From an optimization exercise on the open Yosys and OpenROAD flow, aimed at small area; shortcuts taken in it are not production practice. Only simulation tests tie the RTL to the original design; equivalence was not proved. Power and IR drop assume default switching activity.

// pcie_app
module pcie_app
#(
  parameter int NUM_REGS = 16
)
(
  input  logic                   pcie_core_clk_i,
  input  logic                   rst_n_i,
  input  logic                   s_axis_tx_tready_i,
  output logic [DATA_W-1:0]      s_axis_tx_tdata_o,
  output logic [KEEP_W-1:0]      s_axis_tx_tkeep_o,
  output logic                   s_axis_tx_tlast_o,
  output logic                   s_axis_tx_tvalid_o,
  input  logic [DATA_W-1:0]      m_axis_rx_tdata_i,
  input  logic                   m_axis_rx_tlast_i,
  input  logic                   m_axis_rx_tvalid_i,
  output logic                   m_axis_rx_tready_o,
  input  logic [7:0]             cfg_bus_number_i,
  input  logic [4:0]             cfg_device_number_i,
  input  logic [2:0]             cfg_function_number_i,
  output logic [31:0]            user_data_o,
  output logic [USER_ADDR_W-1:0] user_addr_o,
  output logic                   user_wr_req_o,
  input  logic [31:0]            user_data_i,
  input  logic                   user_rd_ack_i,
  output logic                   user_rd_req_o
);
For scale: ~840 cells after synthesis, roughly 540 flip-flops, ~13000 sq um of cells after synthesis.
==> module pcie_app, before the edit <==
module pcie_app
#(
  parameter int NUM_REGS = 16
)
(
  input  logic                   pcie_core_clk_i,
  input  logic                   rst_n_i,
  input  logic                   s_axis_tx_tready_i,
  output logic [DATA_W-1:0]      s_axis_tx_tdata_o,
  output logic [KEEP_W-1:0]      s_axis_tx_tkeep_o,
  output logic                   s_axis_tx_tlast_o,
  output logic                   s_axis_tx_tvalid_o,
  input  logic [DATA_W-1:0]      m_axis_rx_tdata_i,
  input  logic                   m_axis_rx_tlast_i,
  input  logic                   m_axis_rx_tvalid_i,
  output logic                   m_axis_rx_tready_o,
  input  logic [7:0]             cfg_bus_number_i,
  input  logic [4:0]             cfg_device_number_i,
  input  logic [2:0]             cfg_function_number_i,
  output logic [31:0]            user_data_o,
  output logic [USER_ADDR_W-1:0] user_addr_o,
  output logic                   user_wr_req_o,
  input  logic [31:0]            user_data_i,
  input  logic                   user_rd_ack_i,
  output logic                   user_rd_req_o
);
  function automatic int bits_for(input int n);
    bits_for = 1;
    while ((1 << bits_for) < n)
      bits_for++;
  endfunction
  localparam int NR = NUM_REGS - 1;         
  localparam int PW = bits_for(NUM_REGS);   
  localparam logic [2:0] ST_CLR  = 3'd0;   
  localparam logic [2:0] ST_DISC = 3'd1;   
  localparam logic [2:0] ST_WR   = 3'd2;   
  localparam logic [2:0] ST_RD   = 3'd3;   
  localparam logic [2:0] ST_CPL0 = 3'd4;   
  localparam logic [2:0] ST_CPL1 = 3'd5;   
  localparam logic [2:0] ST_IDLE = 3'd6;   
  localparam logic [2:0] ST_RDW  = 3'd7;   
  function automatic logic [31:0] dw_swap(input logic [31:0] dw);
    dw_swap = {dw[7:0], dw[15:8], dw[23:16], dw[31:24]};
  endfunction
  logic [2:0]       st_q;
  logic [PW-1:0]    pos_q;
  logic [PW-1:0]    pos_nxt;
  logic             pos_last;   
  logic [NR*32-1:0] ring_q;
  logic [31:0]      ring_out;
  logic [31:0]      ring_in;
  logic [31:0]      val_q;      
  logic [31:0]      val_src;
  logic [15:0]      rid_q;
  logic [7:0]       tag_q;
  logic [63:0] d;
  logic [9:0]  a;
  logic        vld;
  logic        a_user;
  logic        a_reg;
  logic        a_here;
  logic        hdr_ok;
  logic        wr_now;
  logic        ring_keep;
  logic        sel_cfg;
  logic        sel_usr;
  logic        sel_reg;
  logic        sel_id;
  assign d      = m_axis_rx_tdata_i;
  assign a      = d[11:2];
  assign vld    = m_axis_rx_tvalid_i;
  assign a_user = a[9];
  assign a_reg  = !a[9] && (a != 10'd0) && (a < 10'(NUM_REGS));
  assign a_here = (a[PW-1:0] == pos_q);
  assign hdr_ok = ((d[31:24] == FMT_TYPE_MRD32) || (d[31:24] == FMT_TYPE_MWR32)) &&
                  (d[9:0] == 10'd1);
  assign ring_out = ring_q[NR*32-1 -: 32];
  assign wr_now   = (st_q == ST_WR) && vld && a_reg && a_here;
  assign ring_keep = (st_q != ST_CLR) && !wr_now;
  assign ring_in   = ({32{wr_now}} & dw_swap(d[63:32])) | ({32{ring_keep}} & ring_out);
  generate
    if (NR > 1)
    begin : g_ring
      always_ff @(posedge pcie_core_clk_i)
        ring_q <= {ring_q[NR*32-33:0], ring_in};
    end
    else
    begin : g_word
      always_ff @(posedge pcie_core_clk_i)
        ring_q <= ring_in;
    end
  endgenerate
  generate
    if (NUM_REGS == 16)
    begin : g_lfsr
      assign pos_nxt  = {pos_q[2:0], pos_q[3] ^ pos_q[2]};
      assign pos_last = (pos_q == 4'b1000);
    end
    else
    begin : g_count
      assign pos_nxt  = (pos_q == PW'(NR)) ? PW'(1) : pos_q + PW'(1);
      assign pos_last = (pos_q == PW'(NR));
    end
  endgenerate
  always_ff @(posedge pcie_core_clk_i or negedge rst_n_i)
  begin
    if (!rst_n_i)
    begin
      st_q  <= ST_CLR;
      pos_q <= PW'(1);
    end
    else
    begin
      pos_q <= pos_nxt;
      case (st_q)
        ST_CLR:
          if (pos_last)
            st_q <= ST_IDLE;
        ST_IDLE:
          if (vld && !m_axis_rx_tlast_i)
            st_q <= !hdr_ok ? ST_DISC : d[30] ? ST_WR : ST_RD;
        ST_DISC:
          if (vld && m_axis_rx_tlast_i)
            st_q <= ST_IDLE;
        ST_WR:
          if (vld && (!a_reg || a_here))
            st_q <= ST_IDLE;
        ST_RD:
          if (vld)
            st_q <= ST_CPL0;
        ST_CPL0:
          if (s_axis_tx_tready_i)
            st_q <= ST_RDW;
        ST_RDW:
          if (a_user ? user_rd_ack_i : (!a_reg || a_here))
            st_q <= ST_CPL1;
        ST_CPL1:
          if (s_axis_tx_tready_i)
            st_q <= ST_IDLE;
        default:
          st_q <= ST_IDLE;
      endcase
    end
  end
  assign sel_cfg = (st_q == ST_IDLE);
  assign sel_usr = !sel_cfg && a_user;
  assign sel_reg = !sel_cfg && a_reg;
  assign sel_id  = !sel_cfg && (a == 10'd0);
  assign val_src = ({32{sel_cfg}} & {cfg_bus_number_i, cfg_device_number_i, cfg_function_number_i,
                                     d[22:20], d[13:12], 11'h004}) |
                   ({32{sel_usr}} & dw_swap(user_data_i)) |
                   ({32{sel_reg}} & dw_swap(ring_out)) |
                   ({32{sel_id}}  & dw_swap(DESIGN_ID));
  always_ff @(posedge pcie_core_clk_i)
  begin
    if (st_q == ST_IDLE)
    begin
      rid_q  <= d[63:48];
      tag_q  <= d[47:40];
    end
    if ((st_q == ST_IDLE) || (st_q == ST_RDW))
      val_q <= val_src;
  end
  assign m_axis_rx_tready_o = (st_q == ST_IDLE) || (st_q == ST_DISC) ||
                              ((st_q == ST_WR) && (!vld || !a_reg || a_here)) ||
                              ((st_q == ST_CPL1) && s_axis_tx_tready_i);
  assign user_wr_req_o = (st_q == ST_WR) && vld && a_user;
  assign user_rd_req_o = (st_q == ST_RDW) && a_user;
  assign user_addr_o   = a[USER_ADDR_W-1:0];
  assign user_data_o   = dw_swap(d[63:32]);
  assign s_axis_tx_tvalid_o = (st_q == ST_CPL0) || (st_q == ST_CPL1);
  assign s_axis_tx_tlast_o  = (st_q == ST_CPL1);
  assign s_axis_tx_tkeep_o  = '1;
  assign s_axis_tx_tdata_o  = (st_q == ST_CPL1) ?
    {val_q, rid_q, tag_q, 1'b0, a[4:0], 2'b00} :
    {val_q[31:16], 5'b00000, val_q[10:0],
     FMT_TYPE_CPLD, 1'b0, val_q[15:13], 4'b0000, 2'b00, val_q[12:11], 2'b00, 10'd1};
endmodule
==> flow/config.mk <==
export PLATFORM = sky130hd
export DESIGN_NAME = pcie_app
export DESIGN_NICKNAME = pcie_app
export VERILOG_FILES = /design/flow/design.v
export SDC_FILE = /design/flow/constraint.sdc
export NUM_CORES = 4
export LEC_CHECK = 0
export CAP_MARGIN = 0
export CORE_MARGIN = 2
export CORE_UTILIZATION = 60
export SLEW_MARGIN = 0
==> flow/constraint.sdc <==
create_clock -name core_clock -period 4.0 [get_ports {pcie_core_clk_i}]
set_input_delay 0.8000 -clock core_clock [delete_from_list [all_inputs] [get_ports {pcie_core_clk_i}]]
set_output_delay 0.8000 -clock core_clock [all_outputs]
set_load 0.01 [all_outputs]
standard.sh (not shown) runs the stock make flow with config.mk's settings and CLKGATE_MAP_FILE= SYNTH_SCRIPT=/design/flow/synth_recipe.tcl, a recipe that flattens the netlist after the stock synthesis.
==> flow/flow/run.sh <==
#!/bin/bash
# Standard ORFS layout with smaller port buffers and a leaner clock tree.
set -euo pipefail
export BUFFER_PORTS_ARGS="-buffer_cell sky130_fd_sc_hd__buf_1"
export CTS_ARGS="-sink_clustering_enable -repair_clock_nets -dont_use_dummy_load -buf_list sky130_fd_sc_hd__clkbuf_8 -sink_clustering_size 20 -sink_clustering_max_diameter 60"
bash standard.sh > standard.log 2>&1
Next try:
--- a/flow/design.v
+++ b/flow/design.v
@@ -64,17 +64,17 @@
       bits_for++;
   endfunction
   localparam int NR = NUM_REGS - 1;         
   localparam int PW = bits_for(NUM_REGS);   
   localparam logic [2:0] ST_CLR  = 3'd0;   
-  localparam logic [2:0] ST_DISC = 3'd1;   
-  localparam logic [2:0] ST_WR   = 3'd2;   
-  localparam logic [2:0] ST_RD   = 3'd3;   
-  localparam logic [2:0] ST_CPL0 = 3'd4;   
-  localparam logic [2:0] ST_CPL1 = 3'd5;   
-  localparam logic [2:0] ST_IDLE = 3'd6;   
-  localparam logic [2:0] ST_RDW  = 3'd7;   
+  localparam logic [2:0] ST_IDLE = 3'd1;   
+  localparam logic [2:0] ST_DISC = 3'd2;   
+  localparam logic [2:0] ST_WR   = 3'd3;   
+  localparam logic [2:0] ST_RD   = 3'd4;   
+  localparam logic [2:0] ST_CPL0 = 3'd5;   
+  localparam logic [2:0] ST_RDW  = 3'd6;   
+  localparam logic [2:0] ST_CPL1 = 3'd7;   
   function automatic logic [31:0] dw_swap(input logic [31:0] dw);
     dw_swap = {dw[7:0], dw[15:8], dw[23:16], dw[31:24]};
   endfunction
   logic [2:0]       st_q;
   logic [PW-1:0]    pos_q;
- final area is about the same
- clock skew is about the same
- clock-buffer cell count is unchanged
- fmax fell by 2.3%
- global-route usage is lower by 0.36 points
- combinational power is lower by 28%
- sequential share of layout area shrinks by 0.12 points
- hold slack gets worse by 0.026 ns

-- what the ideal ports hide --
Ports are ideal in the flow. The routed layouts listed here were re-timed in OpenROAD. Step 1: set_driving_cell puts a clkbuf_16 on pcie_core_clk_i and a buf_2 on each other input, an assumption about the parent block. Step 2 moves the port delays by t, midway between the first and last clock arrival at a register: inputs arrive t later, outputs are due t later. That takes back most of the time a late clock gives input paths. Three values: ideal ports, drivers, drivers and shift; two values: the first two.
run	t, ns	setup WS [ns]	worst hold slack (ns)	worst data-port slew with drivers (ns)	pins driven straight from the clock port
the first run	0.609	0.655 / 0.627 / 0.627	0.124 / 0.109 / 0.294	0.09	1
the second run	0.606	0.577 / 0.536 / 0.842	0.097 / 0.080 / 0.281	0.08	1
After both steps setup and hold are still met in every run listed. For the first run, which loses most, drivers alone change the setup slack by -0.028 ns; drivers and shift together by -0.028 ns.
